Context: an optimization exercise on an open-source flow, tuned for small area. The choices shown serve that exercise and are no tape-out recipe.
In this exercise RTL edits were held to simulation tests only and were not proved equivalent to the original.
Power figures rest on the tool's default switching activity, not on a simulated workload.

## lane 1
Design apb_inbuf_stream_ctrl, start of the top module:
module apb_inbuf_stream_ctrl #(
    parameter int unsigned BUS_AW     = 8,
    parameter int unsigned BUS_DW     = 32,
    parameter int unsigned CH_NUM     = 128,
    parameter int unsigned OUT_MULT   = 9,
    parameter int unsigned IB_SRAM_AW = 10,
    parameter int unsigned FIFO_DEPTH = 4
) (
    input  logic                         clk_i,
    input  logic                         rst_n_i,
    input  logic [BUS_AW-1:0]            apb_paddr_s,
    input  logic                         apb_pwrite_s,
    input  logic                         apb_psel_s,
    input  logic                         apb_penable_s,
    input  logic [BUS_DW-1:0]            apb_pwdata_s,
    output logic [BUS_DW-1:0]            apb_prdata_s,
    output logic                         apb_pready_s,
    output logic [CH_NUM-1:0]            inbuf_din_o,
    output logic                         inbuf_din_vld_o,
    input  logic                         inbuf_din_rdy_i,
    output logic                         inbuf_sop_o,
    output logic                         inbuf_hsync_o,
    output logic [IB_SRAM_AW-1:0]        inbuf_start_waddr_o,
    input  logic [CH_NUM*OUT_MULT-1:0]   inbuf_dout_i,
    input  logic                         inbuf_dout_vld_i,
    output logic                         inbuf_dout_rdy_o,
    output logic [7:0]                   inbuf_pic_size_o,
    output logic [3:0]                   inbuf_mode_o,
    output logic                         inbuf_padding_o,
    output logic                         inbuf_cmd_vld_o,
    input  logic                         inbuf_cmd_rdy_i
);
Size in the first run: about 3600 cells after synthesis, roughly 1800 flip-flops, ~1400 I/O pins, roughly 66000 um^2 of cells after synthesis.
Settings: LEC_CHECK=0, CAP_MARGIN=20, CORE_MARGIN=2, CORE_UTILIZATION=40, SETUP_SLACK_MARGIN=0.2, SLEW_MARGIN=20; clock period 10.0 ns.
run.sh (not shown) runs the stock make flow with config.mk's settings and CLKGATE_MAP_FILE= SYNTH_SCRIPT=/design/flow/synth_recipe.tcl, a recipe that flattens the netlist after the stock synthesis.
Lane 1 completed every stage of the flow, and the final layout passed the timing, design-rule and antenna checks.
### lane 1 -> lane 2
# lane 1
export LEC_CHECK = 0
export CAP_MARGIN = 20
export CORE_MARGIN = 2
export CORE_UTILIZATION = 40
export SETUP_SLACK_MARGIN = 0.2
export SLEW_MARGIN = 20
create_clock -name core_clock -period 10.0 [get_ports {clk_i}]
# lane 2
export LEC_CHECK = 0
export CAP_MARGIN = 20
export CORE_MARGIN = 2
export CORE_UTILIZATION = 40
export CTS_BUF_LIST = sky130_fd_sc_hd__clkbuf_4 sky130_fd_sc_hd__clkbuf_8
export SETUP_SLACK_MARGIN = 0.2
export SLEW_MARGIN = 20
create_clock -name core_clock -period 10.0 [get_ports {clk_i}]
==> flow/flow/run.sh (new file) <==
#!/bin/bash
# Own layout flow: the standard ORFS flow (standard synthesis, floorplan, power grid and
# tap cells unchanged), with the port buffers that global placement inserts made of the
# smallest buffer cell instead of the one the resizer picks by default.
set -euo pipefail
export BUFFER_PORTS_ARGS="-buffer_cell sky130_fd_sc_hd__buf_1"
bash standard.sh finish > make_finish.log 2>&1
==> flow/standard.sh (new file) <==
#!/bin/bash
# synth_recipe.tcl (not shown) runs the flow's synth.tcl, then flattens the netlist and writes it again
# the make line also repeats each setting of config.mk as NAME=value (left out here)
make -C /OpenROAD-flow-scripts/flow DESIGN_CONFIG=/design/flow/config.mk WORK_HOME=/design/flow/orfs CLKGATE_MAP_FILE= SYNTH_SCRIPT=/design/flow/synth_recipe.tcl "${@:-finish}"
removed: flow/run.sh
==> comparison <==
Multi-input combinational cell count essentially unchanged between lane 1 and lane 2.
Run comparison: lane 2 critical path capture point apb_prdata_s[31]; lane 1 critical path capture point apb_prdata_s[2]
Per the comparison of lane 2 with lane 1, cell area decreased by about 10% relative to the old numbers; net total in the final layout increased by 115 relative to the old numbers.
#### Input delta (lane 3 over lane 2)
# lane 2
export LEC_CHECK = 0
export CAP_MARGIN = 20
export CORE_MARGIN = 2
export CORE_UTILIZATION = 40
export CTS_BUF_LIST = sky130_fd_sc_hd__clkbuf_4 sky130_fd_sc_hd__clkbuf_8
export SETUP_SLACK_MARGIN = 0.2
export SLEW_MARGIN = 20
create_clock -name core_clock -period 10.0 [get_ports {clk_i}]
# lane 3
export LEC_CHECK = 0
export CAP_MARGIN = 20
export CORE_MARGIN = 2
export CORE_UTILIZATION = 40
export PLACE_DENSITY = 0.85
export SETUP_SLACK_MARGIN = 0.2
export SLEW_MARGIN = 20
create_clock -name core_clock -period 10.0 [get_ports {clk_i}]
==> flow/flow/run.sh <==
#!/bin/bash
# Own layout flow: the standard ORFS flow (standard synthesis, floorplan, power grid and
# tap cells unchanged), with two changes:
#  - the port buffers that global placement inserts use the smallest buffer cell;
#  - clock tree synthesis clusters up to 20 sinks within 100 um per leaf buffer, uses
#    clkbuf_16 only and adds no dummy loads.
set -euo pipefail
B=sky130_fd_sc_hd__
export BUFFER_PORTS_ARGS="-buffer_cell ${B}buf_1"
export CTS_ARGS="-sink_clustering_enable -repair_clock_nets -sink_clustering_size 20 -sink_clustering_max_diameter 100 -dont_use_dummy_load -buf_list ${B}clkbuf_16"
bash standard.sh finish > make_finish.log 2>&1
==> comparison <==
- Lane 3: no failed stages, no open violations at the end
- Lane 3 against lane 2: wire length reported by the detailed router increased 0.39%, overall via count from detail_route decreased about 1.5%, layout filler cell count decreased 304, core utilization decreased 2.0 points.
- In the reports for lane 3 and lane 2, the smaller fraction of power spent switching nets belongs to lane 2.
- Relative to lane 2, the proportion of layout cells with a drive suffix above 1 of lane 3 is lower by 6.2 points.
- When the final numbers for lane 3 and lane 2 were put side by side, the sequential group share of total power turned out to be greater in lane 3.
- Lane 3 ended up with apb_prdata_s[22] as its critical path capture point; lane 2 ended up with apb_prdata_s[31].
- Compared with lane 2, lane 3 shows a higher average wire per standard cell.
Here is what was changed in the inputs of lane 4 compared with lane 3.
# lane 3
export LEC_CHECK = 0
export CAP_MARGIN = 20
export CORE_MARGIN = 2
export CORE_UTILIZATION = 40
export PLACE_DENSITY = 0.85
export SETUP_SLACK_MARGIN = 0.2
export SLEW_MARGIN = 20
create_clock -name core_clock -period 10.0 [get_ports {clk_i}]
# lane 4
export LEC_CHECK = 0
export CAP_MARGIN = 20
export CORE_MARGIN = 2
export CORE_UTILIZATION = 65
export CTS_BUF_LIST = sky130_fd_sc_hd__clkbuf_4 sky130_fd_sc_hd__clkbuf_8
export SETUP_SLACK_MARGIN = 0.2
export SLEW_MARGIN = 20
create_clock -name core_clock -period 10.0 [get_ports {clk_i}]
==> flow/run.sh (new file) <==
#!/bin/bash
# synth_recipe.tcl (not shown) runs the flow's synth.tcl, then flattens the netlist and writes it again
# the make line also repeats each setting of config.mk as NAME=value (left out here)
make -C /OpenROAD-flow-scripts/flow DESIGN_CONFIG=/design/flow/config.mk WORK_HOME=/design/flow/orfs CLKGATE_MAP_FILE= SYNTH_SCRIPT=/design/flow/synth_recipe.tcl finish
removed: flow/flow/run.sh
removed: flow/standard.sh
--- outcome ---
As the logs show, lane 4 stopped at I/O pin placement after a tool error, so it never reached the end of the flow.
Reported for lane 4 and lane 3, post-synthesis cell count turned out identical to the last digit.
Taking lane 3 as the reference, in lane 4 die span in y went down about 21%; standard-cell row count fell by 32; width of the die moved down.
Initial core utilization in lane 4 is 25 points higher than in lane 3
What lane 5 does differently from lane 4 at the input level:
# lane 4
export LEC_CHECK = 0
export CAP_MARGIN = 20
export CORE_MARGIN = 2
export CORE_UTILIZATION = 65
export CTS_BUF_LIST = sky130_fd_sc_hd__clkbuf_4 sky130_fd_sc_hd__clkbuf_8
export SETUP_SLACK_MARGIN = 0.2
export SLEW_MARGIN = 20
create_clock -name core_clock -period 10.0 [get_ports {clk_i}]
# lane 5
export LEC_CHECK = 0
export CAP_MARGIN = 20
export CORE_MARGIN = 2
export CORE_UTILIZATION = 40
export PLACE_DENSITY = 0.85
export SETUP_SLACK_MARGIN = 0.2
export SLEW_MARGIN = 20
create_clock -name core_clock -period 10.0 [get_ports {clk_i}]
==> flow/flow/run.sh (new file) <==
#!/bin/bash
# Own layout flow: the standard ORFS flow (standard synthesis, floorplan, power grid and
# tap cells unchanged), with two changes:
#  - the port buffers that global placement inserts use the smallest buffer cell;
#  - clock tree synthesis clusters up to 30 sinks within 60 um per leaf buffer, uses
#    clkbuf_16 only and adds no dummy loads.
set -euo pipefail
B=sky130_fd_sc_hd__
export BUFFER_PORTS_ARGS="-buffer_cell ${B}buf_1"
export CTS_ARGS="-sink_clustering_enable -repair_clock_nets -sink_clustering_size 30 -sink_clustering_max_diameter 60 -dont_use_dummy_load -buf_list ${B}clkbuf_16"
bash standard.sh finish > make_finish.log 2>&1
==> flow/standard.sh (new file) <==
#!/bin/bash
# synth_recipe.tcl (not shown) runs the flow's synth.tcl, then flattens the netlist and writes it again
# the make line also repeats each setting of config.mk as NAME=value (left out here)
make -C /OpenROAD-flow-scripts/flow DESIGN_CONFIG=/design/flow/config.mk WORK_HOME=/design/flow/orfs CLKGATE_MAP_FILE= SYNTH_SCRIPT=/design/flow/synth_recipe.tcl "${@:-finish}"
removed: flow/run.sh
Notes after the runs:
Compared lane 4 against lane 5; area share of fa/ha/maj cells after synthesis within noise. Comparing starting density of the core for lane 5 and lane 4, the bigger number came from lane 4. Die extent in x for lane 5: 87 um up relative to lane 4. Looking at lane 5 and lane 4, the simple-gate portion of the synthesized area is a wash. Lane 5 finished every step from synthesis to the final layout, and the layout passed the timing, design-rule and antenna checks. Comparing lane 5 and lane 4, the lower vertical die dimension was measured on lane 4. Summary of lane 5 over lane 4: synthesized area did not really move, number of core rows went up.

## port drivers added, routing unchanged
The results above use ideal ports. As a check the final layouts listed here were re-extracted and re-timed, cells and wires unchanged. Step 1 (the two cells are an assumption about what drives the block):
set clk [get_ports {clk_i}]
set_driving_cell -lib_cell sky130_fd_sc_hd__clkbuf_16 $clk
set_driving_cell -lib_cell sky130_fd_sc_hd__buf_2 [delete_from_list [all_inputs] $clk]
Step 2 adds t to the input delays and takes it off the output delays; t is the mean of the earliest and latest rising clock arrival at the registers after step 1. Input paths then give back, and output paths get back, about the clock's delay inside the block. Three values: no drivers, after step 1, after step 2; two values: the first two.
| run | shift t [ns] | slack for setup (ns) | worst register clock-pin slew, ns | pins driven straight from the clock port |
|---|---|---|---|---|
| lane 1 | 0.928 | 1.027 / 0.881 / 0.881 | 0.07 / 0.07 | 1 |
| lane 2 | 1.147 | 1.462 / 1.434 / 1.434 | 0.07 / 0.07 | 1 |
| lane 3 | 0.829 | 1.770 / 1.675 / 1.675 | 0.10 / 0.10 | 1 |
| lane 5 | 0.846 | 1.695 / 1.662 / 1.662 | 0.11 / 0.11 | 1 |
After both steps setup and hold are still met in every run listed. For lane 1, which loses most, drivers alone change the setup slack by -0.146 ns; drivers and shift together by -0.146 ns.
